Background: an optimization exercise with open tools, aiming at small area, a short achievable clock period and few clock cycles. Do not read the settings as production practice.
Function was checked by simulation only, so behaviour that the tests miss may differ from the original.
In every run shown here, the design's own scripts or RTL, not TritonCTS, make the clock network.
The flow treats the clock pin as an ideal source. Dropping or thinning the clock tree relies on that and would not hold on a real chip.
Power figures rest on the tool's default switching activity, not on a simulated workload.

### flow/flow/run.sh
#!/bin/bash
set -euo pipefail
export BUFFER_PORTS_ARGS="-buffer_cell sky130_fd_sc_hd__buf_2"
export PRE_CTS_TCL="$PWD/flow/clock_tree.tcl"
bash standard.sh > flow.log 2>&1
### flow/flow/clock_tree.tcl
# Sourced by ORFS's cts.tcl as PRE_CTS_TCL, in place of TritonCTS: a two-level clock
# tree. The flip-flops are split by position into 2^LEAF_LEVELS equal groups
# (recursive halving, alternating x and y); each group's clock pins are driven by
# one leaf buffer at the group's centre. The leaves are split the same way into
# 2^ROOT_LEVELS groups, each driven by one root buffer at its centre, and the
# clock port drives the root buffers. Every flip-flop sees the same two buffer
# stages. detailed_placement in cts.tcl then legalizes the new buffers.
set root_levels 2
set leaf_levels 3
set root_cell sky130_fd_sc_hd__clkbuf_16
set leaf_cell sky130_fd_sc_hd__clkbuf_16

set block [ord::get_db_block]
set db [ord::get_db]
set clk_net [$block findNet clk]

# items: {x y payload}; returns 2^levels groups of about equal size.
proc ct_split {items levels axis} {
  if {$levels == 0} { return [list $items] }
  set s [lsort -integer -index $axis $items]
  set h [expr {[llength $s] / 2}]
  set next [expr {1 - $axis}]
  return [concat [ct_split [lrange $s 0 [expr {$h - 1}]] [expr {$levels - 1}] $next] \
                 [ct_split [lrange $s $h end] [expr {$levels - 1}] $next]]
}

proc ct_centre {items} {
  set sx 0
  set sy 0
  foreach it $items {
    set sx [expr {$sx + [lindex $it 0]}]
    set sy [expr {$sy + [lindex $it 1]}]
  }
  set n [llength $items]
  return [list [expr {$sx / $n}] [expr {$sy / $n}]]
}

# Drives the pins (dbITerms) in items' payloads from a new buffer at their centre;
# returns {x y buffer}.
proc ct_buffer {name master items in_net} {
  set block [ord::get_db_block]
  set c [ct_centre $items]
  set buf [odb::dbInst_create $block $master $name]
  set net [odb::dbNet_create $block "${name}_net"]
  $net setSigType CLOCK
  [$buf findITerm A] connect $in_net
  [$buf findITerm X] connect $net
  foreach it $items {
    set p [lindex $it 2]
    $p disconnect
    $p connect $net
  }
  $buf setLocation [lindex $c 0] [lindex $c 1]
  $buf setPlacementStatus PLACED
  return [list [lindex $c 0] [lindex $c 1] $buf]
}

set sinks {}
foreach it [$clk_net getITerms] {
  set bb [[$it getInst] getBBox]
  lappend sinks [list [expr {([$bb xMin] + [$bb xMax]) / 2}] [expr {([$bb yMin] + [$bb yMax]) / 2}] $it]
}
puts "clock_tree.tcl: [llength $sinks] clock sinks"

set leaf_master [$db findMaster $leaf_cell]
set root_master [$db findMaster $root_cell]
set leaves {}
set k 0
foreach g [ct_split $sinks $leaf_levels 0] {
  set leaf [ct_buffer "clkbuf_leaf_$k" $leaf_master $g $clk_net]
  puts "clock_tree.tcl: clkbuf_leaf_$k at ([lindex $leaf 0], [lindex $leaf 1]) drives [llength $g] sinks"
  lappend leaves [list [lindex $leaf 0] [lindex $leaf 1] [[lindex $leaf 2] findITerm A]]
  incr k
}
set k 0
foreach g [ct_split $leaves $root_levels 0] {
  set root [ct_buffer "clkbuf_root_$k" $root_master $g $clk_net]
  puts "clock_tree.tcl: clkbuf_root_$k at ([lindex $root 0], [lindex $root 1]) drives [llength $g] leaves"
  incr k
}

# The flow's own clock tree step is replaced by the tree above.
proc clock_tree_synthesis {args} {
  puts "clock_tree_synthesis skipped: clock tree built by clock_tree.tcl"
}
set_propagated_clock [all_clocks]
### flow/standard.sh
#!/bin/bash
# synth_recipe.tcl (not shown) runs the flow's synth.tcl, then flattens the netlist and writes it again
# the make line also repeats each setting of config.mk as NAME=value (left out here)
make -C /OpenROAD-flow-scripts/flow DESIGN_CONFIG=/design/flow/config.mk WORK_HOME=/design/flow/orfs CLKGATE_MAP_FILE= SYNTH_SCRIPT=/design/flow/synth_recipe.tcl "${@:-finish}"
### flow/config.mk
export PLATFORM = sky130hd
export DESIGN_NAME = bnn_conv_engine
export DESIGN_NICKNAME = bnn_conv_engine
export VERILOG_FILES = /design/flow/design.v
export SDC_FILE = /design/flow/constraint.sdc
export NUM_CORES = 4
export LEC_CHECK = 0
export CAP_MARGIN = 20
export CORE_MARGIN = 2
export CORE_UTILIZATION = 40
export SETUP_SLACK_MARGIN = 4.0
export SLEW_MARGIN = 20
### flow/constraint.sdc
create_clock -name core_clock -period 6.0 [get_ports {clk}]
set_input_delay 1.2000 -clock core_clock [delete_from_list [all_inputs] [get_ports {clk}]]
set_output_delay 1.2000 -clock core_clock [all_outputs]
set_load 0.01 [all_outputs]
### flow/design.v
package bnn_pkg;
    localparam logic [2:0] ST_IDLE = 3'd0;
    localparam logic [2:0] ST_HDR  = 3'd1;
    localparam logic [2:0] ST_F0   = 3'd2;
    localparam logic [2:0] ST_F1   = 3'd3;
    localparam logic [2:0] ST_F2   = 3'd4;
    localparam logic [2:0] ST_CONV = 3'd5;
    localparam logic [2:0] ST_FIN1 = 3'd6;
    localparam logic [2:0] ST_FIN  = 3'd7;
    localparam logic [1:0] NX_ROW = 2'd0;    
    localparam logic [1:0] NX_IMG = 2'd1;    
    localparam logic [1:0] NX_END = 2'd2;    
    localparam int MIN_N = 3;
    localparam int POP_W = 4;
    localparam int WIN_W = 9;
    localparam int OUT_W = 14;    
    localparam logic [15:0] END_MARK_DEF = 16'h00FF;
endpackage
import bnn_pkg::*;
module bnn_row_pop
#(
    parameter int DATA_W = 16
) (
    input  logic [DATA_W-1:0] row_n2,
    input  logic [DATA_W-1:0] row_n1,
    input  logic [DATA_W-1:0] row_n,
    input  logic [WIN_W-1:0]  weight,
    output logic [OUT_W-1:0]  pop_s0,     
    output logic [OUT_W-1:0]  pop_c1a,    
    output logic [OUT_W-1:0]  pop_s1b,    
    output logic [OUT_W-1:0]  pop_c2      
);
    always_comb begin
        logic [WIN_W-1:0] win;
        logic [2:0]       s, c;
        for (int j = 0; j < OUT_W; j++) begin
            win = {row_n[j +: 3], row_n1[j +: 3], row_n2[j +: 3]} ~^ weight;
            for (int r = 0; r < 3; r++) begin
                s[r] = win[3*r] ^ win[3*r+1] ^ win[3*r+2];
                c[r] = (win[3*r] & win[3*r+1]) | (win[3*r] & win[3*r+2]) | (win[3*r+1] & win[3*r+2]);
            end
            pop_s0[j]  = s[0] ^ s[1] ^ s[2];
            pop_c1a[j] = (s[0] & s[1]) | (s[0] & s[2]) | (s[1] & s[2]);
            pop_s1b[j] = c[0] ^ c[1] ^ c[2];
            pop_c2[j]  = (c[0] & c[1]) | (c[0] & c[2]) | (c[1] & c[2]);
        end
    end
endmodule
module bnn_row_conv (
    input  logic [OUT_W-1:0]  pop_s0,
    input  logic [OUT_W-1:0]  pop_c1a,
    input  logic [OUT_W-1:0]  pop_s1b,
    input  logic [OUT_W-1:0]  pop_c2,
    input  logic [POP_W-1:0]  thresh,
    output logic [OUT_W-1:0]  out_row
);
    always_comb begin
        logic [POP_W-1:0] pop, gt, ge;
        for (int j = 0; j < OUT_W; j++) begin
            pop[0] = pop_s0[j];
            pop[1] = pop_c1a[j] ^ pop_s1b[j];
            pop[2] = pop_c2[j] ^ (pop_c1a[j] & pop_s1b[j]);
            pop[3] = pop_c2[j] & pop_c1a[j] & pop_s1b[j];
            gt = pop & ~thresh;
            ge = pop | ~thresh;
            out_row[j] = gt[3] | (ge[3] & (gt[2] | (ge[2] & (gt[1] | (ge[1] & gt[0])))));
        end
    end
endmodule
import bnn_pkg::*;
module bnn_conv_engine
#(
    parameter int                DATA_W   = 16,
    parameter int                ADDR_W   = 12,
    parameter int                NUM_FILT = 4,
    parameter logic [DATA_W-1:0] END_MARK = DATA_W'(END_MARK_DEF)
) (
    input  logic              clk,
    input  logic              reset,
    input  logic              run,
    input  logic [3:0]        cfg_thresh,
    output logic              busy,
    output logic              done,
    output logic              err,
    output logic [ADDR_W-1:0] dut_sram_read_address,
    input  logic [DATA_W-1:0] sram_dut_read_data,
    output logic [ADDR_W-1:0] dut_sram_write_address,
    output logic [DATA_W-1:0] dut_sram_write_data,
    output logic              wr_enable,
    output logic [ADDR_W-1:0] dut_wmem_read_address,
    input  logic [DATA_W-1:0] wmem_dut_read_data
);
    logic [2:0]         state_q;
    logic [1:0]         next_q;          
    logic               busy_q, done_q, err_q;
    logic               hdr_term_q;      
    logic               hdr_bad_q;       
    logic [ADDR_W-1:0]  rd_addr_q;
    logic [1:0]         wm_addr_q;       
    logic [3:0]         rows_left_q;     
    logic [3:0]         n_q;             
    logic [POP_W-1:0]   thresh_q;
    logic [DATA_W-1:0]  row_n2_q, row_n1_q, row_n_q;
    logic [WIN_W-1:0]   weight_q;
    logic               pop_vld_q;       
    logic [OUT_W-1:0]   pop_s0_q, pop_c1a_q, pop_s1b_q, pop_c2_q;
    logic               wr_en_q;
    logic [ADDR_W-1:0]  wr_addr_q;
    logic [OUT_W-1:0]   wr_data_q;
    logic [DATA_W-1:0]  rdata;
    logic               hdr_end, hdr_bad;
    logic               conv, ph2, ph3, last_row, shift;
    logic [OUT_W-1:0]   pop_s0, pop_c1a, pop_s1b, pop_c2;
    logic [OUT_W-1:0]   conv_row;
    logic [OUT_W-1:0]   col_mask;
    logic               unused_wbits;
    assign rdata        = sram_dut_read_data;
    assign hdr_end      = (rdata == END_MARK);
    assign hdr_bad      = (rdata < DATA_W'(MIN_N)) || (rdata > DATA_W'(DATA_W));
    assign unused_wbits = ^wmem_dut_read_data[DATA_W-1:WIN_W];
    assign conv     = (state_q == ST_CONV);
    assign ph2      = conv && (wm_addr_q == 2'd0);
    assign ph3      = conv && (wm_addr_q == 2'd1);
    assign last_row = (rows_left_q == 4'd3);
    assign shift    = (state_q == ST_F0) || (state_q == ST_F1) || (state_q == ST_F2) || ph3;
    bnn_row_pop #(.DATA_W(DATA_W)) u_row_pop (
        .row_n2  (row_n2_q),
        .row_n1  (row_n1_q),
        .row_n   (row_n_q),
        .weight  (weight_q),
        .pop_s0  (pop_s0),
        .pop_c1a (pop_c1a),
        .pop_s1b (pop_s1b),
        .pop_c2  (pop_c2)
    );
    bnn_row_conv u_row_conv (
        .pop_s0  (pop_s0_q),
        .pop_c1a (pop_c1a_q),
        .pop_s1b (pop_s1b_q),
        .pop_c2  (pop_c2_q),
        .thresh  (thresh_q),
        .out_row (conv_row)
    );
    always_comb begin
        for (int j = 0; j < OUT_W; j++) col_mask[j] = (n_q == 4'd0) || (4'(j + 2) < n_q);
    end
    always_ff @(posedge clk) begin
        if (reset) begin
            state_q   <= ST_IDLE;
            busy_q    <= 1'b0;
            done_q    <= 1'b0;
            err_q     <= 1'b0;
            rd_addr_q <= '0;
            wm_addr_q <= '0;
            pop_vld_q <= 1'b0;
            wr_en_q   <= 1'b0;
        end else begin
            done_q    <= 1'b0;
            pop_vld_q <= conv;
            wr_en_q   <= pop_vld_q;
            wm_addr_q <= '0;
            case (state_q)
                ST_IDLE: begin
                    busy_q    <= 1'b0;
                    rd_addr_q <= '0;
                    if (run) begin
                        busy_q    <= 1'b1;
                        err_q     <= 1'b0;
                        rd_addr_q <= ADDR_W'(1);
                        state_q   <= ST_HDR;
                    end
                end
                ST_HDR: begin
                    rd_addr_q <= rd_addr_q + ADDR_W'(1);
                    state_q   <= ST_F0;
                end
                ST_F0: begin
                    rd_addr_q <= rd_addr_q + ADDR_W'(1);
                    if (hdr_term_q) begin
                        err_q   <= hdr_bad_q;
                        done_q  <= 1'b1;
                        state_q <= ST_IDLE;
                    end else begin
                        state_q <= ST_F1;
                    end
                end
                ST_F1: begin
                    rd_addr_q <= rd_addr_q + ADDR_W'(1);
                    wm_addr_q <= 2'd1;
                    state_q   <= ST_F2;
                end
                ST_F2: begin
                    wm_addr_q <= 2'd2;
                    state_q   <= ST_CONV;
                end
                ST_CONV: begin
                    wm_addr_q <= wm_addr_q + 2'd1;
                    if (last_row ? (wm_addr_q != 2'd2) : ph3)
                        rd_addr_q <= rd_addr_q + ADDR_W'(1);
                    if (ph2) err_q <= hdr_bad_q;
                    if (ph3) begin
                        case (next_q)
                            NX_IMG: begin
                                wm_addr_q <= 2'd0;
                                state_q   <= ST_F1;
                            end
                            NX_END:  state_q <= ST_FIN1;
                            default: ;
                        endcase
                    end
                end
                ST_FIN1: state_q <= ST_FIN;
                ST_FIN: begin
                    done_q  <= 1'b1;
                    state_q <= ST_IDLE;
                end
                default: state_q <= ST_IDLE;
            endcase
        end
    end
    always_ff @(posedge clk) begin
        hdr_term_q <= hdr_end || hdr_bad;
        hdr_bad_q  <= hdr_bad && !hdr_end;
        if (state_q == ST_IDLE && run) thresh_q <= cfg_thresh;
        if (ph2) begin
            if (!last_row)       next_q <= NX_ROW;
            else if (hdr_term_q) next_q <= NX_END;
            else                 next_q <= NX_IMG;
        end
        if (state_q == ST_HDR || (ph2 && last_row)) rows_left_q <= rdata[3:0];
        else if (ph2)                               rows_left_q <= rows_left_q - 4'd1;
        if (state_q == ST_F1) n_q <= rows_left_q;
        if (shift) begin
            row_n2_q <= row_n1_q;
            row_n1_q <= row_n_q;
            row_n_q  <= rdata;
        end
        weight_q  <= wmem_dut_read_data[WIN_W-1:0];
        pop_s0_q  <= pop_s0;
        pop_c1a_q <= pop_c1a;
        pop_s1b_q <= pop_s1b;
        pop_c2_q  <= pop_c2;
        wr_data_q <= conv_row & col_mask;
        if (state_q == ST_IDLE) wr_addr_q <= '0;
        else if (wr_en_q) wr_addr_q <= wr_addr_q + ADDR_W'(1);
    end
    assign busy                   = busy_q;
    assign done                   = done_q;
    assign err                    = err_q;
    assign dut_sram_read_address  = rd_addr_q;
    assign dut_wmem_read_address  = ADDR_W'(wm_addr_q);
    assign dut_sram_write_address = wr_addr_q;
    assign dut_sram_write_data    = DATA_W'(wr_data_q);
    assign wr_enable              = wr_en_q;
endmodule
==> results of run 1 <==
power by group through the flow:
stage                     registers (mW)  logic [mW]  clock network [mW]
after global routing                1.56       0.923               0.784
after CTS                           1.54       0.783               0.743
after global placement              1.57       0.734                   0
after floorplan                     1.53       0.600                   0
after detailed placement            1.57       0.772                   0
final                               1.54       0.783               0.710
synthesized netlist by cell type (12+ instances only):
library cell / instances / share of area (%)
clkbuf_1: 31 / 1.2
nand2b_1: 25 / 1.6
edfxtp_1: 62 / 19
a21oi_1: 30 / 1.5
nor2b_1: 17 / 1.1
fa_1: 70 / 14
inv_1: 82 / 3.1
xor2_1: 94 / 8.3
ha_1: 21 / 2.7
nand3_1: 13 / 0.66
nand2_1: 42 / 1.6
buf_4: 12 / 0.91
xnor2_1: 47 / 4.2
and3_1: 19 / 1.2
nor2_1: 28 / 1.1
o21ai_0: 35 / 1.8
dfxtp_1: 115 / 23
registers in the layout (all words and copies together) (netlist names), 2 cells and up:
name         flops
n_q              4
next_q           2
pop_c1a_q       14
pop_c2_q        14
pop_s0_q        14
pop_s1b_q       14
rd_addr_q       12
row_n1_q        16
row_n2_q        16
row_n_q         16
rows_left_q      4
state_q          3
thresh_q         4
weight_q         9
wm_addr_q        2
wr_addr_q       12
wr_data_q       14
cell usage in the layout, fill, tap and decap left out, types with 4 or more instances in the layout:
master	count
and4_1	5
clkbuf_16	12
dfxtp_4	16
o22ai_1	10
buf_6	7
o31ai_1	5
xnor2_1	47
nand2_1	42
and3_1	19
nor2b_1	17
edfxtp_1	62
or2_2	6
o211ai_1	8
a22oi_1	4
ha_1	20
a221oi_1	6
o21ai_0	33
nand2b_1	25
buf_4	32
maj3_1	8
xor2_1	94
nand4_1	10
a21boi_0	4
mux2i_1	4
o211a_1	7
a211oi_1	6
nand3_1	13
nor3_1	9
a21oi_1	28
conb_1	12
dfxtp_2	24
dfxtp_1	75
a31oi_1	4
buf_2	68
fa_1	70
nor2_1	28
inv_1	82
stage by stage:
stage / util [%] / instance area, µm² / hold WS [ps]
global route: 46.2 / 11200 / 455
CTS: 45.2 / 11000 / 446
finish: 46.2 / 11200 / 441
global placement: 43.1 / 10500 / 427
detailed placement: 43.1 / 10500 / 428
floorplan: - / 9950 / 414
cells by family after synthesis:
group / count (synthesis) / share of synthesized area [%]
simple gates: 191 / 10.5
xor+xnor: 141 / 12.5
flops: 177 / 42.2
buf+inv: 138 / 5.85
mux: 6 / 0.634
other cells: 1 / 0.0380
compound gates: 152 / 10.5
fa+ha+maj: 99 / 17.7
path summary, 6_finish.rpt:
check                                               start                   endpoint  depth (start not counted)
worst max register to register   rows_left_q[1]$_DFFE_PP_  rd_addr_q[7]$_SDFFE_PP0P_                          6
worst min register to register       pop_vld_q$_SDFF_PP0_         wr_en_q$_SDFF_PP0_                          1
worst max-delay path            rd_addr_q[1]$_SDFFE_PP0P_   dut_sram_read_address[1]                          1
worst min-delay path                 pop_vld_q$_SDFF_PP0_         wr_en_q$_SDFF_PP0_                          1
area by class of cell:
class	count	area [µm²]	share of cell area (%)
buffer	12	300	2.68
inverter	84	317	2.82
timing repair buffer	109	687	6.13
sequential	177	4250	38.0
multi-input combinational	601	5250	46.8
tap	324	405	3.62
timing repair:
item,CTS,global route
setup endpoints to repair,141,93
setup buffers,13,18
resized for setup,48,31
pin swaps,0,8
per-layer routing:
| metal | wire length, µm | part of all wire (%) | up-vias |
|---|---|---|---|
| met5 | 25 | 0.13 | - |
| met4 | 278 | 1.4 | 4 |
| met3 | 834 | 4.2 | 18 |
| met2 | 9380 | 47 | 119 |
| met1 | 9350 | 47 | 3018 |
| li1 | - | - | 3182 |
==> flow_metrics.env, run 1 <==
export IMPL_dp_slack_ps=3620
export IMPL_firstDrtPassIters=4
export IMPL_final_fill_count=2277
export IMPL_synthesis_area_um2=9860
export IMPL_cp_max_fo=5
export IMPL_vdd_ir_drop_max_mv=0.184
export IMPL_synth_seq_area_share_pct=42.2
export IMPL_die_area_um2=25900
export IMPL_path_cells="buf_2"
export IMPL_internal_power_mw=2.14
export IMPL_power_leakage_nw=4.54
export IMPL_synth_area_per_cell_um2=10.9
export IMPL_track_usage_pct=15.2
export IMPL_clkPwrFrac_pct=23.4
export IMPL_avgViaCountPerCell=4.85
export IMPL_areaGrowthSynthToFinish_pct=13.7
export IMPL_drc=0
export IMPL_ys_async_sr_fraction_pct=0
export IMPL_arrival_ps=800
export IMPL_port_buffers=75
export IMPL_worst_pin_slew_ps=561
export IMPL_path_clk_slew_ps=90
export IMPL_rrSetupSlack_ps=4020
export IMPL_grt_overflow=0
export IMPL_min_period_over_period_pct=33.3
export IMPL_synth_seq_cells=177
export IMPL_yosysWarnings=3
export IMPL_die_h_um=161
export IMPL_wire_per_inst_um=15.2
export IMPL_antenna_found_initial=2
export IMPL_vias=6341
export IMPL_slew_violations=0
export IMPL_fp_dieW_um=161
export IMPL_nets=1115
export IMPL_grt_first_pass_wirelength_mm=32.8
export IMPL_worst_clock_skew_ps=8.57
export IMPL_hpwl_mm=14.8
export IMPL_setup_viol=0
export IMPL_synth_distinct_cells=65
export IMPL_rsz0062_at_grt="yes"
export IMPL_switchingPower_mw=0.892
export IMPL_synth_edff_count=62
export IMPL_syn_inst=905
export IMPL_top_usage_layer="met2"
export IMPL_tns_ps=0
export IMPL_comb_power_share_pct=25.9
export IMPL_met2_usage_pct=26.0
export IMPL_grt_pass1_vias=6416
export IMPL_seqPwrFrac_pct=50.7
export IMPL_relSlewSlack_pct=62.6
export IMPL_io_pins=95
export IMPL_path_buf_inv=1
export IMPL_status="timing/DRC/antenna clean"
export IMPL_setup_ws_ps=4000
export IMPL_ant_nets=0
export IMPL_hold_class="reg2reg"
export IMPL_worstSetupStartpointType="register"
export IMPL_clock_latency_ps=280
export IMPL_rows=57
export IMPL_drive_gt1_share_pct=19.2
export IMPL_gr_usage_met1_pct=21.1
export IMPL_worstSetupPathType="reg2out"
export IMPL_slowest_stage="dfxtp_2"
export IMPL_use_met3_pct=1.98
export IMPL_hold_viol_final=0
export IMPL_antenna_cells=0
export IMPL_initialDrtViolationCount=193
export IMPL_netSwitchingFraction_pct=29.5
export IMPL_required_ps=4800
export IMPL_grt_max_degree=49
export IMPL_total_power_mw=3.03
export IMPL_critical_path_max_stage_delay_ps=370
export IMPL_synth_main_ff_cell="dfxtp_1"
export IMPL_cap_violations=0
export IMPL_fin_cells=1307
export IMPL_crit_family="flip-flops"
export IMPL_wl_mm=19.9
export IMPL_core_area_um2=24200
export IMPL_power_density_nw_per_um2=270
export IMPL_place_inst=1264
export IMPL_postCtsHoldBufs=0
export IMPL_gp_congestion=0.816
export IMPL_initial_core_util_pct=40.7
export IMPL_end_kind="output port"
export IMPL_max_freq_mhz=501
export IMPL_post_route_min_period_ps=2000
Testbench counts, summed over its fixed seeds: cycles 8,908.
==> run 2: changes to the inputs <==
--- a/flow/design.v
+++ b/flow/design.v
@@ -1,10 +1,11 @@
 package bnn_pkg;
-    localparam logic [2:0] ST_IDLE = 3'd0;
-    localparam logic [2:0] ST_HDR  = 3'd1;
-    localparam logic [2:0] ST_F0   = 3'd2;
-    localparam logic [2:0] ST_F1   = 3'd3;
-    localparam logic [2:0] ST_F2   = 3'd4;
-    localparam logic [2:0] ST_CONV = 3'd5;
-    localparam logic [2:0] ST_FIN1 = 3'd6;
-    localparam logic [2:0] ST_FIN  = 3'd7;
+    localparam logic [3:0] ST_IDLE = 4'd0;
+    localparam logic [3:0] ST_S1   = 4'd1;    
+    localparam logic [3:0] ST_S2   = 4'd2;    
+    localparam logic [3:0] ST_S3   = 4'd3;
+    localparam logic [3:0] ST_F1   = 4'd4;    
+    localparam logic [3:0] ST_F2   = 4'd5;
+    localparam logic [3:0] ST_CONV = 4'd6;
+    localparam logic [3:0] ST_FIN1 = 4'd7;    
+    localparam logic [3:0] ST_FIN  = 4'd8;    
     localparam logic [1:0] NX_ROW = 2'd0;    
@@ -92,5 +93,6 @@
 );
-    logic [2:0]         state_q;
+    logic [3:0]         state_q;
     logic [1:0]         next_q;          
     logic               busy_q, done_q, err_q;
+    logic               first_q;         
     logic               hdr_term_q;      
@@ -111,3 +113,3 @@
     logic               hdr_end, hdr_bad;
-    logic               conv, ph2, ph3, last_row, shift;
+    logic               conv, ph0, ph1, ph2, ph3, last_row, shift, abort;
     logic [OUT_W-1:0]   pop_s0, pop_c1a, pop_s1b, pop_c2;
@@ -121,2 +123,4 @@
     assign conv     = (state_q == ST_CONV);
+    assign ph0      = conv && (wm_addr_q == 2'd2);
+    assign ph1      = conv && (wm_addr_q == 2'd3);
     assign ph2      = conv && (wm_addr_q == 2'd0);
@@ -124,3 +128,5 @@
     assign last_row = (rows_left_q == 4'd3);
-    assign shift    = (state_q == ST_F0) || (state_q == ST_F1) || (state_q == ST_F2) || ph3;
+    assign shift    = (state_q == ST_S1) || (state_q == ST_S2) || (state_q == ST_S3) ||
+                      (state_q == ST_F1) || (state_q == ST_F2) || ph3;
+    assign abort    = first_q && ph1 && hdr_term_q;
     bnn_row_pop #(.DATA_W(DATA_W)) u_row_pop (
@@ -152,3 +158,3 @@
             err_q     <= 1'b0;
-            rd_addr_q <= '0;
+            rd_addr_q <= ADDR_W'(1);
             wm_addr_q <= '0;
@@ -158,4 +164,4 @@
             done_q    <= 1'b0;
-            pop_vld_q <= conv;
-            wr_en_q   <= pop_vld_q;
+            pop_vld_q <= conv && !abort;
+            wr_en_q   <= pop_vld_q && !abort;
             wm_addr_q <= '0;
@@ -164,3 +170,3 @@
                     busy_q    <= 1'b0;
-                    rd_addr_q <= '0;
+                    rd_addr_q <= ADDR_W'(1);
                     if (run) begin
@@ -168,19 +174,19 @@
                         err_q     <= 1'b0;
-                        rd_addr_q <= ADDR_W'(1);
-                        state_q   <= ST_HDR;
+                        rd_addr_q <= ADDR_W'(2);
+                        state_q   <= ST_S1;
                     end
                 end
-                ST_HDR: begin
-                    rd_addr_q <= rd_addr_q + ADDR_W'(1);
-                    state_q   <= ST_F0;
-                end
-                ST_F0: begin
-                    rd_addr_q <= rd_addr_q + ADDR_W'(1);
-                    if (hdr_term_q) begin
-                        err_q   <= hdr_bad_q;
-                        done_q  <= 1'b1;
-                        state_q <= ST_IDLE;
-                    end else begin
-                        state_q <= ST_F1;
-                    end
+                ST_S1: begin
+                    rd_addr_q <= ADDR_W'(3);
+                    state_q   <= ST_S2;
+                end
+                ST_S2: begin
+                    rd_addr_q <= ADDR_W'(0);
+                    wm_addr_q <= 2'd1;
+                    state_q   <= ST_S3;
+                end
+                ST_S3: begin
+                    rd_addr_q <= ADDR_W'(4);
+                    wm_addr_q <= 2'd2;
+                    state_q   <= ST_CONV;
                 end
@@ -199,2 +205,8 @@
                         rd_addr_q <= rd_addr_q + ADDR_W'(1);
+                    if (abort) begin
+                        err_q     <= hdr_bad_q;
+                        done_q    <= 1'b1;
+                        rd_addr_q <= ADDR_W'(1);
+                        state_q   <= ST_IDLE;
+                    end
                     if (ph2) err_q <= hdr_bad_q;
@@ -212,8 +224,6 @@
                 ST_FIN1: state_q <= ST_FIN;
-                ST_FIN: begin
-                    done_q  <= 1'b1;
-                    state_q <= ST_IDLE;
-                end
+                ST_FIN:  state_q <= ST_IDLE;
                 default: state_q <= ST_IDLE;
             endcase
+            if (state_q == ST_FIN) done_q <= 1'b1;
         end
@@ -229,5 +239,8 @@
         end
-        if (state_q == ST_HDR || (ph2 && last_row)) rows_left_q <= rdata[3:0];
+        if (state_q == ST_S3)      first_q <= 1'b1;
+        else if (ph1)              first_q <= 1'b0;
+        if ((first_q && ph0) || (ph2 && last_row)) rows_left_q <= rdata[3:0];
         else if (ph2)                               rows_left_q <= rows_left_q - 4'd1;
-        if (state_q == ST_F1) n_q <= rows_left_q;
+        if (first_q && ph0)        n_q <= rdata[3:0];
+        else if (state_q == ST_F1) n_q <= rows_left_q;
         if (shift) begin
==> run 2 against run 1 <==
Effect of this change:
- utilization about the same
- area after synthesis is 0.14% lower
- total power is 28% higher
- flip-flop and latch count up 2
- clock skew increased by 11 ps
- final cell count increased by 0.23%
- first-iteration DRC count increased by 36%
- largest power group unchanged
==> flow_metrics.env, run 2 <==
export IMPL_syn_inst=902
export IMPL_ys_async_sr_fraction_pct=0
export IMPL_drc=0
export IMPL_synth_main_ff_cell="dfxtp_1"
export IMPL_fin_util_pct=46.3
export IMPL_grt_max_degree=49
export IMPL_internal_power_mw=2.56
export IMPL_hold_viol_final=0
export IMPL_final_fill_count=2246
export IMPL_gp_congestion=0.797
export IMPL_power_leakage_nw=4.57
export IMPL_cap_violations=0
export IMPL_seqPwrFrac_pct=46.5
export IMPL_die_area_um2=25900
export IMPL_path_clk_slew_ps=90
export IMPL_max_freq_mhz=504
export IMPL_die_h_um=161
export IMPL_cp_max_fo=2
export IMPL_worstSetupStartpointType="register"
export IMPL_hpwl_mm=14.9
export IMPL_routed_top_layer="met5"
export IMPL_slew_violations=0
export IMPL_clock_latency_ps=290
export IMPL_end_kind="output port"
export IMPL_synth_area_per_cell_um2=10.9
export IMPL_synth_seq_area_share_pct=42.7
export IMPL_place_inst=1266
export IMPL_timing_rr_start="weight_q[1]$_DFF_P_"
export IMPL_netSwitchingFraction_pct=33.9
export IMPL_fp_dieW_um=161
export IMPL_grt_first_pass_wirelength_mm=32.0
export IMPL_antenna_found_initial=4
export IMPL_grt_overflow=0
export IMPL_synthTopCellsByArea="dfxtp_1, edfxtp_1, fa_1"
export IMPL_wl_mm=19.7
export IMPL_met2RoutedLength_mm=9.30
export IMPL_rsz0062_at_grt="yes"
export IMPL_cp_startpoint="rd_addr_q[0]$_SDFFE_PP1P_"
export IMPL_fin_cells=1310
export IMPL_slowest_stage="dfxtp_4"
export IMPL_worst_pin_slew_ps=960
export IMPL_io_pins=95
export IMPL_core_area_um2=24200
export IMPL_netlist_area_leader_share_pct=23.8
export IMPL_wl_met1_mm=9.13
export IMPL_power_density_nw_per_um2=345
export IMPL_yosysWarnings=3
export IMPL_path_cells="buf_2"
export IMPL_status="timing/DRC/antenna clean"
export IMPL_postCtsHoldBufs=0
export IMPL_synth_edff_count=62
export IMPL_worst_clock_skew_ps=19.6
export IMPL_final_cell_mix="xor2_1, dfxtp_1, inv_1"
export IMPL_initial_core_util_pct=40.6
export IMPL_netlist_top_cells_count="dfxtp_1, xor2_1, inv_1, fa_1, edfxtp_1"
export IMPL_path_buf_inv=1
export IMPL_nets=1118
export IMPL_relSlewSlack_pct=36.0
export IMPL_yosysMostFrequentCell="dfxtp_1"
export IMPL_areaGrowthSynthToFinish_pct=13.9
export IMPL_hp_start="row_n_q[0]$_DFFE_PP_"
export IMPL_hold_class="reg2reg"
export IMPL_rows=57
export IMPL_setup_viol=0
export IMPL_comb_power_share_pct=35.1
export IMPL_worstSetupPathType="reg2out"
export IMPL_drive_gt1_share_pct=19.2
export IMPL_grt_pass1_vias=6335
export IMPL_synthesis_area_um2=9850
export IMPL_initialDrtViolationCount=263
export IMPL_min_period_over_period_pct=33.1
export IMPL_crit_family="flip-flops"
export IMPL_reg_top3="row_n1_q: 16 flops, row_n2_q: 16 flops, row_n_q: 16 flops"
export IMPL_ant_nets=0
export IMPL_final_common_cell="xor2_1"
export IMPL_yosysTopAreaCell="dfxtp_1"
export IMPL_wire_per_inst_um=15.0
export IMPL_track_usage_pct=14.9
export IMPL_required_ps=4800
export IMPL_vias=6303
export IMPL_firstDrtPassIters=5
export IMPL_synth_seq_cells=179
export IMPL_total_power_mw=3.87
export IMPL_vdd_ir_drop_max_mv=0.174
export IMPL_tns_ps=0
export IMPL_switchingPower_mw=1.31
export IMPL_avgViaCountPerCell=4.81
export IMPL_synth_distinct_cells=66
export IMPL_met3WireLength_mm=1.02
export IMPL_port_buffers=75
export IMPL_post_route_min_period_ps=1990
export IMPL_arrival_ps=790
export IMPL_clkPwrFrac_pct=18.4
export IMPL_critical_path_max_stage_delay_ps=370
[run 2: cell types whose count changed in the layout (fill, tap and decap cells not counted), moves of 8 or more]
cell	delta
a21oi_1	+8
a31oi_1	+9
inv_1	-9
nand2_1	+8
nand2b_1	-19
nor2_1	+14
o21ai_0	-8
o21ai_1	+20
[run 2: logic make-up after synthesis]
group | synth area share (%)
simple gates | 10.3
buf+inv | 5.49
flops | 42.7
compound gates | 9.01
mux | 1.31
xor+xnor | 12.7
other cells | 0.0381
fa+ha+maj | 18.4
[run 2: final timing paths]
path                                                 end  slack [ps]  cells after the start
worst max-delay path            dut_sram_read_address[0]        4010                      1
worst min-delay path               row_n1_q[0]$_DFFE_PP_         480                      0
worst max register to register       pop_s0_q[7]$_DFF_P_        4080                      3
worst min register to register     row_n1_q[0]$_DFFE_PP_         480                      0
[run 2: power groups by stage]
stage	registers [mW]	clock network [mW]	logic (mW)
after floorplan	1.77	0	1.03
after global placement	1.83	0	1.28
after detailed placement	1.84	0	1.35
after CTS	1.80	0.736	1.37
after global routing	1.85	0.777	1.59
final	1.80	0.713	1.36
[run 2: per-layer routing]
metal / vias up / track usage, %
met1: 2977 / 20.5
li1: 3172 / -
met4: 2 / 1.91
met5: - / 0
met3: 16 / 2.14
met2: 136 / 25.7
[run 2: layout make-up]
type	instances	area, µm²	share of cell area, %
Tap cell	324	405	3.61
Inverter	77	289	2.58
Multi-Input combinational cell	608	5230	46.6
Buffer	12	300	2.68
Sequential cell	179	4300	38.4
Antenna cell	3	7.51	0.0669
Timing Repair Buffer	107	688	6.13
[run 2: what timing repair did]
item / in CTS / in global routing
resized for setup: 50 / 30
pin swaps: 1 / 4
buffers inserted: 15 / 14
setup endpoints to repair: 86 / 95
[run 2: stage by stage]
step	hold WS [ps]	setup WS [ps]	cell area [µm²]
after global placement	455	3640	10500
after floorplan	429	3750	9950
after detailed placement	455	3640	10500
after CTS	477	3990	11000
final	477	4010	11200
after global routing	481	3950	11200
Testbench counts of run 2, summed over its fixed seeds: cycles 8,812.
==> run 3: changes to the inputs <==
--- a/flow/design.v
+++ b/flow/design.v
@@ -203,3 +203,3 @@
                     wm_addr_q <= wm_addr_q + 2'd1;
-                    if (last_row ? (wm_addr_q != 2'd2) : ph3)
+                    if (ph3 || (last_row && (ph1 || ph2)))
                         rd_addr_q <= rd_addr_q + ADDR_W'(1);
@@ -211,3 +211,3 @@
                     end
-                    if (ph2) err_q <= hdr_bad_q;
+                    if (ph2 && last_row) err_q <= hdr_bad_q;
                     if (ph3) begin
--- a/flow/flow/clock_tree.tcl
+++ b/flow/flow/clock_tree.tcl
@@ -3,4 +3,4 @@
 # (recursive halving, alternating x and y); each group's clock pins are driven by
-# one leaf buffer at the group's centre. The leaves are split the same way into
-# 2^ROOT_LEVELS groups, each driven by one root buffer at its centre, and the
+# one leaf buffer (buf_12) at the group's centre. The leaves are split the same way into
+# 2^ROOT_LEVELS groups, each driven by one root buffer (buf_8) at its centre, and the
 # clock port drives the root buffers. Every flip-flop sees the same two buffer
@@ -9,4 +9,4 @@
 set leaf_levels 3
-set root_cell sky130_fd_sc_hd__clkbuf_16
-set leaf_cell sky130_fd_sc_hd__clkbuf_16
+set root_cell sky130_fd_sc_hd__buf_8
+set leaf_cell sky130_fd_sc_hd__buf_12
 
==> run 3 against run 2 <==
Effect of this change:
- critical path type unchanged
- hold slack worse by 19 ps
- total power fell by 5.9%
- sequential power is essentially flat
- clock skew decreased by 2.0 ps
- largest power group unchanged
==> flow_metrics.env, run 3 <==
export IMPL_synth_area_per_cell_um2=10.9
export IMPL_crit_family="flip-flops"
export IMPL_hold_ws_ps=458
export IMPL_yosysMostFrequentCell="dfxtp_1"
export IMPL_gp_congestion=0.796
export IMPL_hpwl_mm=14.5
export IMPL_avgViaCountPerCell=4.82
export IMPL_synth_seq_cells=179
export IMPL_synth_main_ff_cell="dfxtp_1"
export IMPL_hp_start="pop_vld_q$_SDFF_PP0_"
export IMPL_min_period_over_period_pct=32.7
export IMPL_grt_overflow=0
export IMPL_fp_dieW_um=161
export IMPL_rrSetupSlack_ps=4090
export IMPL_cp_max_fo=6
export IMPL_required_ps=4800
export IMPL_die_area_um2=25900
export IMPL_firstDrtPassIters=4
export IMPL_hold_class="reg2reg"
export IMPL_netlist_area_leader_share_pct=23.8
export IMPL_setup_viol=0
export IMPL_cap_violations=0
export IMPL_ant_nets=0
export IMPL_initial_core_util_pct=40.6
export IMPL_slowest_stage="dfxtp_4"
export IMPL_end_kind="output port"
export IMPL_fin_cells=1287
export IMPL_nets=1097
export IMPL_antenna_found_initial=2
export IMPL_drc=0
export IMPL_tns_ps=0
export IMPL_synth_distinct_cells=65
export IMPL_wire_per_inst_um=14.6
export IMPL_reg_top3="row_n1_q: 16 flops, row_n2_q: 16 flops, row_n_q: 16 flops"
export IMPL_initialDrtViolationCount=235
export IMPL_path_cells="buf_2"
export IMPL_synthTopCellsByArea="dfxtp_1, edfxtp_1, fa_1"
export IMPL_vdd_ir_drop_max_mv=0.133
export IMPL_hold_depth=1
export IMPL_reg2reg_depth=7
export IMPL_critical_path_max_stage_delay_ps=390
export IMPL_min_to="wr_en_q$_SDFF_PP0_"
export IMPL_die_h_um=161
export IMPL_yosysWarnings=3
export IMPL_worst_pin_slew_ps=969
export IMPL_synthesis_area_um2=9840
export IMPL_synth_edff_count=62
export IMPL_ys_async_sr_fraction_pct=0
export IMPL_slew_violations=0
export IMPL_total_power_mw=3.64
export IMPL_track_usage_pct=14.6
export IMPL_synth_seq_area_share_pct=42.7
export IMPL_grt_first_pass_wirelength_mm=31.4
export IMPL_path_clk_slew_ps=90
export IMPL_grt_pass1_vias=6261
export IMPL_vias=6209
export IMPL_power_leakage_nw=4.34
export IMPL_port_buffers=75
export IMPL_yosysTopAreaCell="dfxtp_1"
export IMPL_arrival_ps=760
export IMPL_final_common_cell="xor2_1"
export IMPL_worst_clock_skew_ps=17.6
export IMPL_hold_viol_final=0
export IMPL_status="timing/DRC/antenna clean"
export IMPL_power_density_nw_per_um2=332
export IMPL_multiInputGateArea_um2=5250
export IMPL_core_area_um2=24200
export IMPL_worstSetupPathType="reg2out"
export IMPL_post_route_min_period_ps=1960
export IMPL_grt_max_degree=49
export IMPL_place_inst=1265
export IMPL_final_cell_mix="xor2_1, dfxtp_1, inv_1"
export IMPL_final_fill_count=2292
export IMPL_rows=57
export IMPL_max_freq_mhz=510
export IMPL_ff_latch_area_um2=4300
export IMPL_rsz0062_at_grt="no"
export IMPL_wl_mm=18.8
export IMPL_netlist_top_cells_count="dfxtp_1, xor2_1, inv_1, fa_1, edfxtp_1"
export IMPL_areaGrowthSynthToFinish_pct=11.4
export IMPL_io_pins=95
export IMPL_timing_rr_start="wm_addr_q[0]$_SDFF_PP0_"
export IMPL_drive_gt1_share_pct=17.7
export IMPL_worstSetupStartpointType="register"
export IMPL_path_buf_inv=1
export IMPL_postCtsHoldBufs=0
export IMPL_syn_inst=901
export IMPL_reg2reg_to="rd_addr_q[5]$_SDFFE_PP0P_"
export IMPL_clock_latency_ps=250
export IMPL_relSlewSlack_pct=35.4
[run 3: changes by cell type after synthesis, sizes merged, moves of 4 or more]
cell	change
nand3	+5
nor2	-4
nand2b	+4
nand2	-8
[run 3: worst reg2reg max path: stages (launching register included)]
cell	delay, ps
dfxtp_4	380
inv_1	100
ha_1	190
and4bb_2	300
o22a_4	180
o21ai_2	100
or4_1	500
o31ai_2	70
[run 3: final cells by class]
class	instances	area share, %
Multi-Input combinational cell	608	47.9
Sequential cell	179	39.2
Timing Repair Buffer	86	4.51
Tap cell	324	3.70
Inverter	77	2.67
Buffer	12	2.01
Antenna cell	1	0.0228
[run 3: cell families after synthesis]
logic type / Yosys count / share of synthesized area, %
adders and majority gates: 105 / 18.4
xor gates and xnor gates: 144 / 12.8
AOI/OAI and AO/OA: 145 / 9.00
other: 1 / 0.0381
buffers and inverters: 125 / 5.46
muxes: 10 / 1.11
and+or+nand+nor: 192 / 10.4
DFF: 179 / 42.7
[run 3: repair_timing]
action | 4_1_cts | 5_1_grt
resized for setup | 42 | 35
setup endpoints to repair | 133 | 108
pin swaps | 5 | 3
buffers inserted | 1 | 8
[run 3: how the worst max path moves through the flow]
stage | from | endpoint | slack, ps | depth (start not counted)
floorplan | state_q[2]$_SDFFE_PP0P_ | row_n1_q[0]$_DFFE_PP_ | 3620 | 3
global placement | sram_dut_read_data[2] | hdr_bad_q$_DFF_P_ | 3600 | 5
detailed placement | sram_dut_read_data[2] | hdr_bad_q$_DFF_P_ | 3520 | 5
CTS | state_q[0]$_SDFFE_PP0P_ | rd_addr_q[5]$_SDFFE_PP0P_ | 4000 | 5
global route | thresh_q[1]$_DFFE_PP_ | wr_data_q[0]$_DFF_P_ | 3980 | 6
finish | rd_addr_q[0]$_SDFFE_PP1P_ | dut_sram_read_address[0] | 4040 | 1
[run 3: metrics by stage]
stage               utilization (%)  setup slack (ps)  cell area (µm²)
floorplan                         -              3620             9950
global placement               43.2              3600            10500
detailed placement             43.2              3520            10500
CTS                            44.5              4000            10800
global route                   45.2              3980            11000
finish                         45.2              4040            11000
[run 3: power breakdown]
part | leakage [nW] | switching [mW] | internal, mW
clock network | 0.105 | 0.364 | 0.286
logic | 2.67 | 0.652 | 0.570
registers | 1.57 | 0.215 | 1.55
[run 3: per-layer routing]
layer  part of all wire [%]  vias up  global-route usage (%)  routed length, µm
met5                  0.069        -                       0                 13
met4                    1.0        2                    1.54                189
met3                    5.3       21                    2.43                997
met2                     49      122                    26.0               9220
met1                     45     2934                    19.2               8400
li1                       -     3130                       -                  -
Testbench counts of run 3, summed over its fixed seeds: cycles 8,812.
==> run 4: changes to the inputs <==
--- a/flow/design.v
+++ b/flow/design.v
@@ -10,5 +10,2 @@
     localparam logic [3:0] ST_FIN  = 4'd8;    
-    localparam logic [1:0] NX_ROW = 2'd0;    
-    localparam logic [1:0] NX_IMG = 2'd1;    
-    localparam logic [1:0] NX_END = 2'd2;    
     localparam int MIN_N = 3;
@@ -94,3 +91,3 @@
     logic [3:0]         state_q;
-    logic [1:0]         next_q;          
+    logic               last_q;          
     logic               busy_q, done_q, err_q;
@@ -212,11 +209,9 @@
                     if (ph2 && last_row) err_q <= hdr_bad_q;
-                    if (ph3) begin
-                        case (next_q)
-                            NX_IMG: begin
-                                wm_addr_q <= 2'd0;
-                                state_q   <= ST_F1;
-                            end
-                            NX_END:  state_q <= ST_FIN1;
-                            default: ;
-                        endcase
+                    if (ph3 && last_q) begin
+                        if (hdr_term_q) begin
+                            state_q   <= ST_FIN1;
+                        end else begin
+                            wm_addr_q <= 2'd0;
+                            state_q   <= ST_F1;
+                        end
                     end
@@ -234,7 +229,3 @@
         if (state_q == ST_IDLE && run) thresh_q <= cfg_thresh;
-        if (ph2) begin
-            if (!last_row)       next_q <= NX_ROW;
-            else if (hdr_term_q) next_q <= NX_END;
-            else                 next_q <= NX_IMG;
-        end
+        if (ph2) last_q <= last_row;
         if (state_q == ST_S3)      first_q <= 1'b1;
==> run 4 against run 3 <==
Effect of this change:
- via count down 3.3%
- largest power group is now combinational cells
- hold slack gained 22 ps
- still clean on timing, DRC and antenna
- sequential power rose by about 30%
==> flow_metrics.env, run 4 <==
export IMPL_status="timing/DRC/antenna clean"
export IMPL_grt_pass1_vias=6145
export IMPL_firstDrtPassIters=4
export IMPL_syn_inst=883
export IMPL_hold_depth=0
export IMPL_netlist_top_cells_count="dfxtp_1, xor2_1, fa_1, inv_1, edfxtp_1"
export IMPL_cp_max_fo=6
export IMPL_antenna_found_initial=3
export IMPL_critical_path_max_stage_delay_ps=390
export IMPL_reg2reg_depth=6
export IMPL_max_freq_mhz=505
export IMPL_synth_distinct_cells=66
export IMPL_tns_ps=0
export IMPL_initial_core_util_pct=40.4
export IMPL_path_buf_inv=1
export IMPL_min_period_over_period_pct=33.0
export IMPL_core_area_um2=24200
export IMPL_track_usage_pct=14.4
export IMPL_yosysWarnings=3
export IMPL_rows=57
export IMPL_arrival_ps=780
export IMPL_yosysTopAreaCell="dfxtp_1"
export IMPL_cp_startpoint="rd_addr_q[8]$_SDFFE_PP0P_"
export IMPL_postCtsHoldBufs=0
export IMPL_die_area_um2=25700
export IMPL_drive_gt1_share_pct=18.6
export IMPL_power_leakage_nw=4.49
export IMPL_die_h_um=160
export IMPL_vias=6003
export IMPL_grt_max_degree=49
export IMPL_rrSetupSlack_ps=4050
export IMPL_relSlewSlack_pct=47.0
export IMPL_hold_class="reg2reg"
export IMPL_post_route_min_period_ps=1980
export IMPL_timing_rr_start="rows_left_q[0]$_DFFE_PP_"
export IMPL_synth_seq_area_share_pct=42.7
export IMPL_rsz0062_at_grt="yes"
export IMPL_reg_top3="row_n1_q: 16 flops, row_n2_q: 16 flops, row_n_q: 16 flops"
export IMPL_path_clk_slew_ps=90
export IMPL_crit_family="flip-flops"
export IMPL_yosysMostFrequentCell="dfxtp_1"
export IMPL_fin_util_pct=45.1
export IMPL_setup_viol=0
export IMPL_worstSetupStartpointType="register"
export IMPL_worstSetupPathType="reg2out"
export IMPL_end_kind="output port"
export IMPL_grt_overflow=0
export IMPL_cp_depth=1
export IMPL_clock_latency_ps=240
export IMPL_final_common_cell="xor2_1"
export IMPL_wl_mm=18.6
export IMPL_synth_edff_count=61
export IMPL_nets=1078
export IMPL_ys_async_sr_fraction_pct=0
export IMPL_cap_violations=0
export IMPL_grt_first_pass_wirelength_mm=30.9
export IMPL_drc=0
export IMPL_worst_pin_slew_ps=794
export IMPL_initialDrtViolationCount=226
export IMPL_synth_area_per_cell_um2=11.1
export IMPL_final_cell_mix="xor2_1, dfxtp_1, buf_2"
export IMPL_vdd_ir_drop_max_mv=0.210
export IMPL_io_pins=95
export IMPL_gp_congestion=0.758
export IMPL_ant_nets=0
export IMPL_synthTopCellsByArea="dfxtp_1, edfxtp_1, fa_1"
export IMPL_crit_end="dut_sram_read_address[8]"
export IMPL_required_ps=4800
export IMPL_hpwl_mm=14.5
export IMPL_avgViaCountPerCell=4.73
export IMPL_port_buffers=75
export IMPL_synth_main_ff_cell="dfxtp_1"
export IMPL_slowest_stage="dfxtp_2"
export IMPL_slew_violations=0
export IMPL_fp_dieW_um=160
export IMPL_wire_per_inst_um=14.7
export IMPL_synth_seq_cells=178
export IMPL_netlist_area_leader_share_pct=24.0
export IMPL_hold_viol_final=0
export IMPL_reg2reg_to="rd_addr_q[11]$_SDFFE_PP0P_"
export IMPL_areaGrowthSynthToFinish_pct=11.7
export IMPL_power_density_nw_per_um2=534
export IMPL_worst_clock_skew_ps=7.78
export IMPL_synthesis_area_um2=9770
export IMPL_path_cells="buf_2"
-- run 4: cell count changes after synthesis, moves of 7 or more --
| cell | delta |
|---|---|
| and3_1 | +7 |
| nand2_1 | +8 |
| nand3_1 | -14 |
| a21oi_1 | -19 |
-- run 4: power by group --
| part | total [mW] | internal [mW] | switching, mW |
|---|---|---|---|
| logic | 2.88 | 1.29 | 1.59 |
| clock network | 0.641 | 0.286 | 0.355 |
| registers | 2.30 | 1.87 | 0.428 |
| total | 5.82 | 3.45 | 2.37 |
-- run 4: how the worst min path moves through the flow --
stage | startpoint | to | slack (ps)
2_1_floorplan | pop_vld_q$_SDFF_PP0_ | wr_en_q$_SDFF_PP0_ | 440
3_3_place_gp | row_n_q[15]$_DFFE_PP_ | row_n1_q[15]$_DFFE_PP_ | 460
3_5_place_dp | row_n_q[15]$_DFFE_PP_ | row_n1_q[15]$_DFFE_PP_ | 460
4_1_cts | row_n1_q[15]$_DFFE_PP_ | row_n2_q[15]$_DFFE_PP_ | 480
5_1_grt | row_n_q[0]$_DFFE_PP_ | row_n1_q[0]$_DFFE_PP_ | 490
6_report | row_n_q[0]$_DFFE_PP_ | row_n1_q[0]$_DFFE_PP_ | 480
-- run 4: cells by family (layout without fill, tap and decap cells) --
logic type	Yosys count	count (layout)	synth area share [%]
other	1	13	0.0384
AOI/OAI and AO/OA	129	129	8.58
buffers and inverters	118	169	5.32
DFF	178	178	42.7
xor gates and xnor gates	143	143	12.8
and+or+nand+nor	195	195	10.5
adders and majority gates	110	110	19.1
muxes	9	9	0.999
-- run 4: final cells by class --
| cell class | count | area [µm²] |
|---|---|---|
| fillers | 2280 | 13300 |
| multi-input cells | 598 | 5270 |
| flip-flops and latches | 178 | 4260 |
| repair buffers | 87 | 483 |
| well taps | 324 | 405 |
| inverters | 70 | 268 |
| plain buffers | 12 | 220 |
| diodes | 1 | 2.50 |
-- run 4: per-stage QoR --
stage	worst slack, ps	instances	hold slack, ps	area, µm²	total power, mW
floorplan	3700	894	442	9910	4.40
global placement	3550	1246	459	10400	5.08
detailed placement	3520	1246	461	10400	5.24
CTS	4000	1259	484	10700	5.90
global route	3970	1269	487	10900	6.51
finish	4020	1270	480	10900	5.82
-- run 4: metal layers --
layer  vias up  GRT usage [%]  part of all wire (%)
met3        12           1.79                   3.9
met4         2           2.01                   1.5
met1      2837           18.9                    47
li1       3064              -                     -
met5         -              0                 0.070
met2        88           26.0                    48
-- run 4: what timing repair did --
action | 4_1_cts | 5_1_grt
gates cloned | 0 | 0
resized for setup | 38 | 35
pin swaps | 2 | 6
endpoints found under the setup margin | 140 | 47
buffers inserted | 1 | 10
Testbench counts of run 4, summed over its fixed seeds: cycles 8,812.

-- re-timing with driven ports --
In the flow no input, the clock included, has a driving cell. The finished layouts below were timed again as built, in two steps. Step 1, drivers: a clkbuf_16 drives clk and a buf_2 each remaining input, both assumed. Step 2 adds t to the input delays and takes it off the output delays; t is the mean of the earliest and latest rising clock arrival at the registers after step 1. Input paths then give back, and output paths get back, about the clock's delay inside the block. Slacks: ideal ports / drivers / drivers and shift; pairs: ideal ports / drivers.
run | t (ns) | setup slack, ns | hold slack, ns | worst setup path after step 2 | latest minus earliest clock arrival (ns)
run 1 | 0.368 | 4.005 / 3.915 / 3.742 | 0.441 / 0.441 / 0.441 | input to register | 0.008 / 0.009
run 2 | 0.376 | 4.014 / 3.918 / 3.779 | 0.477 / 0.477 / 0.477 | input to register | 0.020 / 0.020
run 3 | 0.332 | 4.039 / 3.948 / 3.799 | 0.458 / 0.458 / 0.458 | input to register | 0.019 / 0.019
run 4 | 0.326 | 4.019 / 3.928 / 3.774 | 0.480 / 0.480 / 0.480 | input to register | 0.009 / 0.008
After both steps every run listed still meets setup and hold. For run 1, which loses most, drivers alone change the setup slack by -0.090 ns; drivers and shift together by -0.263 ns.
